Source: an optimization exercise on an open RTL-to-GDS flow (aim: small area and a short achievable clock period). Production flows keep margins and buffers that such runs may drop. Power figures rest on the tool's default switching activity, not on a simulated workload.

==> flow/design.v <==
package riscv_dbg_pkg;
  typedef enum logic [1:0] {
    ST_IDLE  = 2'd0,
    ST_ARMED = 2'd1,
    ST_POST  = 2'd2,
    ST_DONE  = 2'd3
  } trace_state_t;
  localparam logic MODE_STOP_FULL = 1'b0;
  localparam logic MODE_RING_TRIG = 1'b1;
  function automatic integer entry_w(input integer xlen, input integer num_regs);
    entry_w = xlen * (2 + num_regs);
  endfunction
endpackage
module trace_ram #(
  parameter int ROWS  = 15,
  parameter int WIDTH = 192,
  parameter int TAP0  = 7,
  parameter int NSEL  = 8
) (
  input  logic             clk,
  input  logic [WIDTH-1:0] wdata,
  input  logic             shift,
  input  logic             ld,
  input  logic [NSEL-1:0]  sel,
  output logic [WIDTH-1:0] rdata
);
  logic [WIDTH-1:0] pick;
  logic [WIDTH-1:0] mem [ROWS];
  always_ff @(posedge clk) begin
    if (shift) begin
      mem[0] <= wdata;
      for (int i = 1; i < ROWS; i++) begin
        mem[i] <= mem[i-1];
      end
    end
  end
  always_comb begin
    pick = '0;
    for (int i = 0; i < NSEL; i++) begin
      pick = pick | ({WIDTH{sel[i]}} & mem[TAP0 + i]);
    end
  end
  always_ff @(posedge clk) begin
    if (ld) begin
      rdata <= pick;
    end
  end
endmodule
module riscv_trace_buffer #(
  parameter int XLEN       = 32,
  parameter int NUM_REGS   = 4,
  parameter int DEPTH      = 16,
  parameter int POST_DEPTH = 8
) (
  input  logic                     clk,
  input  logic                     reset,
  input  logic [XLEN-1:0]          pc_dbg,
  input  logic [XLEN-1:0]          instr_dbg,
  input  logic [NUM_REGS*XLEN-1:0] regs_dbg,
  input  logic                     arm,
  input  logic                     clear,
  input  logic                     mode,
  input  logic                     trig_en,
  input  logic [XLEN-1:0]          trig_pc,
  output logic                     busy,
  output logic                     triggered,
  output logic                     wrapped,
  output logic                     rd_valid,
  input  logic                     rd_ready,
  output logic [XLEN-1:0]          rd_pc,
  output logic [XLEN-1:0]          rd_instr,
  output logic [NUM_REGS*XLEN-1:0] rd_regs,
  output logic                     rd_last
);
  localparam int AW = $clog2(DEPTH);
  localparam int CW = AW + 1;
  localparam int EW = riscv_dbg_pkg::entry_w(XLEN, NUM_REGS);
  localparam logic [CW-1:0] DEPTH_C = CW'(DEPTH);
  localparam logic [CW-1:0] POST_C  = CW'(POST_DEPTH);
  localparam logic [CW-1:0] ONE_C   = CW'(1);
  localparam logic [CW-1:0] TWO_C   = CW'(2);
  localparam int TAP0 = POST_DEPTH - 1;
  localparam int NSEL = DEPTH - 1 - TAP0;
  logic          armed_q, post_q, mode_q, first_q;
  logic [CW-1:0] count, post_cnt, rd_left;
  logic [NSEL-1:0] osel_q;
  logic [XLEN-1:0] pc_q;
  logic          idle, cnt_full, gd, last_pop;
  logic [CW-1:0] cnt_inc;
  logic [NSEL-1:0] osel_trig;
  logic          chg, teq, cap, fire, gdone, pop, start;
  logic          shift, ld;
  logic [EW-1:0] wdata, rdata;
  assign idle     = !busy && !rd_valid;
  assign cnt_full = (count == DEPTH_C);
  assign cnt_inc  = cnt_full ? count : count + ONE_C;
  assign gd       = mode_q ? (post_q && (post_cnt == ONE_C)) : (cnt_inc == DEPTH_C);
  assign last_pop = (rd_left == ONE_C);
  always_comb begin
    osel_trig = '0;
    if (count >= CW'(NSEL - 1)) osel_trig[NSEL-1] = 1'b1;
    else                        osel_trig[count[$clog2(NSEL)-1:0]] = 1'b1;
  end
  assign chg   = (pc_dbg != pc_q);
  assign teq   = trig_en && (pc_dbg == trig_pc);
  assign cap   = busy && (first_q || chg);
  assign fire  = cap && armed_q && mode_q && teq;
  assign gdone = cap && gd;
  assign pop   = rd_valid && rd_ready;
  assign start = idle && arm;
  always_ff @(posedge clk or posedge reset) begin
    if (reset) begin
      armed_q   <= 1'b0;
      post_q    <= 1'b0;
      busy      <= 1'b0;
      rd_valid  <= 1'b0;
      rd_last   <= 1'b0;
      mode_q    <= 1'b0;
      first_q   <= 1'b0;
      count     <= '0;
      post_cnt  <= '0;
      rd_left   <= '0;
      triggered <= 1'b0;
      wrapped   <= 1'b0;
      osel_q    <= '0;
    end else begin
      armed_q   <= !clear && (start || (armed_q && !fire && !gdone));
      post_q    <= !clear && (fire || (post_q && !gdone));
      busy      <= !clear && (start || (busy && !gdone));
      rd_valid  <= !clear && (gdone || (rd_valid && !(pop && last_pop)));
      rd_last   <= !clear && (gdone ? (cnt_inc == ONE_C)
                                    : (rd_valid && (pop ? (rd_left == TWO_C) : last_pop)));
      rd_left   <= clear ? '0 : gdone ? cnt_inc : pop ? rd_left - ONE_C : rd_left;
      mode_q    <= start ? mode : mode_q;
      first_q   <= start || (first_q && !cap);
      count     <= start ? '0 : cap ? cnt_inc : count;
      post_cnt  <= fire ? POST_C : (cap && post_q) ? post_cnt - ONE_C : post_cnt;
      triggered <= !start && (triggered || fire);
      wrapped   <= !start && (wrapped || (cap && cnt_full));
      osel_q    <= start ? NSEL'(1) << (NSEL - 1) : fire ? osel_trig : osel_q;
    end
  end
  always_ff @(posedge clk) begin
    pc_q <= pc_dbg;
  end
  assign shift = cap || pop;
  assign ld    = !rd_valid || rd_ready;
  assign wdata = {regs_dbg, instr_dbg, pc_dbg};
  trace_ram #(
    .ROWS  (DEPTH - 1),
    .WIDTH (EW),
    .TAP0  (TAP0),
    .NSEL  (NSEL)
  ) u_ram (
    .clk   (clk),
    .wdata (wdata),
    .shift (shift),
    .ld    (ld),
    .sel   (osel_q),
    .rdata (rdata)
  );
  assign rd_pc    = rdata[XLEN-1:0];
  assign rd_instr = rdata[2*XLEN-1:XLEN];
  assign rd_regs  = rdata[EW-1:2*XLEN];
endmodule
clock: 5.5 ns
lec_check: 0
cap_margin: 20
core_margin: 2
core_utilization: 60
cts_cluster_diameter: 80
cts_cluster_size: 30
setup_slack_margin: 3.0
slew_margin: 20
run.sh (not shown) runs the stock make flow with config.mk's settings and CLKGATE_MAP_FILE= SYNTH_SCRIPT=/design/flow/synth_recipe.tcl, a recipe that flattens the netlist after the stock synthesis.
The first run finished clean.
Then changed:
--- a/flow/design.v
+++ b/flow/design.v
@@ -13,38 +13,39 @@
 endpackage
 module trace_ram #(
   parameter int ROWS  = 15,
   parameter int WIDTH = 192,
-  parameter int TAP0  = 7,
-  parameter int NSEL  = 8
+  parameter int TAP0  = 6,
+  parameter int NSEL  = 9
 ) (
   input  logic             clk,
   input  logic [WIDTH-1:0] wdata,
   input  logic             shift,
   input  logic             ld,
   input  logic [NSEL-1:0]  sel,
   output logic [WIDTH-1:0] rdata
 );
-  logic [WIDTH-1:0] pick;
+  logic [WIDTH-1:0] stage, pick;
   logic [WIDTH-1:0] mem [ROWS];
   always_ff @(posedge clk) begin
+    stage <= wdata;
+  end
+  always_ff @(posedge clk) begin
     if (shift) begin
-      mem[0] <= wdata;
+      mem[0] <= stage;
       for (int i = 1; i < ROWS; i++) begin
         mem[i] <= mem[i-1];
       end
     end
   end
   always_comb begin
-    pick = '0;
+    pick = {WIDTH{!ld}} & rdata;
     for (int i = 0; i < NSEL; i++) begin
-      pick = pick | ({WIDTH{sel[i]}} & mem[TAP0 + i]);
+      pick = pick | ({WIDTH{ld && sel[i]}} & mem[TAP0 + i]);
     end
   end
   always_ff @(posedge clk) begin
-    if (ld) begin
-      rdata <= pick;
-    end
+    rdata <= pick;
   end
 endmodule
 module riscv_trace_buffer #(
   parameter int XLEN       = 32,
@@ -80,22 +81,23 @@
   localparam logic [CW-1:0] ONE_C   = CW'(1);
   localparam logic [CW-1:0] TWO_C   = CW'(2);
   localparam int TAP0 = POST_DEPTH - 1;
   localparam int NSEL = DEPTH - 1 - TAP0;
-  logic          armed_q, post_q, mode_q, first_q;
+  logic          armed_q, post_q, mode_q, first_q, cap_q, merged_q, gd;
   logic [CW-1:0] count, post_cnt, rd_left;
   logic [NSEL-1:0] osel_q;
+  logic [NSEL:0]   rsel_q;
   logic [XLEN-1:0] pc_q;
-  logic          idle, cnt_full, gd, last_pop;
+  logic          idle, cnt_full, gd_cap, last_pop;
   logic [CW-1:0] cnt_inc;
   logic [NSEL-1:0] osel_trig;
   logic          chg, teq, cap, fire, gdone, pop, start;
   logic          shift, ld;
   logic [EW-1:0] wdata, rdata;
   assign idle     = !busy && !rd_valid;
   assign cnt_full = (count == DEPTH_C);
   assign cnt_inc  = cnt_full ? count : count + ONE_C;
-  assign gd       = mode_q ? (post_q && (post_cnt == ONE_C)) : (cnt_inc == DEPTH_C);
+  assign gd_cap   = mode_q ? (post_q && (post_cnt == TWO_C)) : (cnt_inc == DEPTH_C - ONE_C);
   assign last_pop = (rd_left == ONE_C);
   always_comb begin
     osel_trig = '0;
     if (count >= CW'(NSEL - 1)) osel_trig[NSEL-1] = 1'b1;
@@ -122,8 +124,12 @@
       rd_left   <= '0;
       triggered <= 1'b0;
       wrapped   <= 1'b0;
       osel_q    <= '0;
+      gd        <= 1'b0;
+      cap_q     <= 1'b0;
+      merged_q  <= 1'b0;
+      rsel_q    <= '0;
     end else begin
       armed_q   <= !clear && (start || (armed_q && !fire && !gdone));
       post_q    <= !clear && (fire || (post_q && !gdone));
       busy      <= !clear && (start || (busy && !gdone));
@@ -137,27 +143,32 @@
       post_cnt  <= fire ? POST_C : (cap && post_q) ? post_cnt - ONE_C : post_cnt;
       triggered <= !start && (triggered || fire);
       wrapped   <= !start && (wrapped || (cap && cnt_full));
       osel_q    <= start ? NSEL'(1) << (NSEL - 1) : fire ? osel_trig : osel_q;
+      gd        <= !start && !fire && (cap ? gd_cap : gd);
+      cap_q     <= cap;
+      merged_q  <= rd_valid && (merged_q || (cap_q && rd_ready));
+      rsel_q    <= (cap || (rd_valid && (merged_q || (cap_q && rd_ready)))) ? {1'b0, osel_q}
+                                                                           : {osel_q, 1'b0};
     end
   end
   always_ff @(posedge clk) begin
     pc_q <= pc_dbg;
   end
-  assign shift = cap || pop;
+  assign shift = cap_q || pop;
   assign ld    = !rd_valid || rd_ready;
   assign wdata = {regs_dbg, instr_dbg, pc_dbg};
   trace_ram #(
     .ROWS  (DEPTH - 1),
     .WIDTH (EW),
-    .TAP0  (TAP0),
-    .NSEL  (NSEL)
+    .TAP0  (TAP0 - 1),
+    .NSEL  (NSEL + 1)
   ) u_ram (
     .clk   (clk),
     .wdata (wdata),
     .shift (shift),
     .ld    (ld),
-    .sel   (osel_q),
+    .sel   (rsel_q),
     .rdata (rdata)
   );
   assign rd_pc    = rdata[XLEN-1:0];
   assign rd_instr = rdata[2*XLEN-1:XLEN];
What happened: Cell count goes up by 2.2%; register-to-register slack is better by 0.38 ns; flip-flop and latch count came out higher by 172; sequential share of layout area went up by 6.9 points; synthesized cell count rises by 14%; clock skew stays flat; setup slack is better by 0.34 ns; fmax rises by 13%; wire length went down by about 4%; total power increases by about 3.7%; core utilization is lower by 7.9 points.
No functional check of the RTL was part of any run of this note.

-- separate check: timing with driven ports --
Ports are ideal in the flow. The routed layouts listed here were re-timed in OpenROAD. Step 1, drivers: a clkbuf_16 drives clk and a buf_2 each remaining input, both assumed. Step 2 moves the port delays by t, midway between the first and last clock arrival at a register: inputs arrive t later, outputs are due t later. That takes back most of the time a late clock gives input paths. Slacks: ideal ports / drivers / drivers and shift; pairs: ideal ports / drivers.
| run | t, ns | setup WS [ns] | worst hold slack (ns) | worst register clock-pin slew, ns | worst slew at a driven data input, ns |
|---|---|---|---|---|---|
| the first run | 0.863 | 2.617 / 2.679 / 1.817 | 0.411 / 0.389 / 0.411 | 0.12 / 0.12 | 0.21 |
| the second run | 0.903 | 2.954 / 2.864 / 2.181 | 0.409 / 0.409 / 0.409 | 0.11 / 0.11 | 0.05 |
After both steps setup and hold are still met in every run listed. For the first run, which loses most, drivers alone change the setup slack by +0.062 ns; drivers and shift together by -0.800 ns.
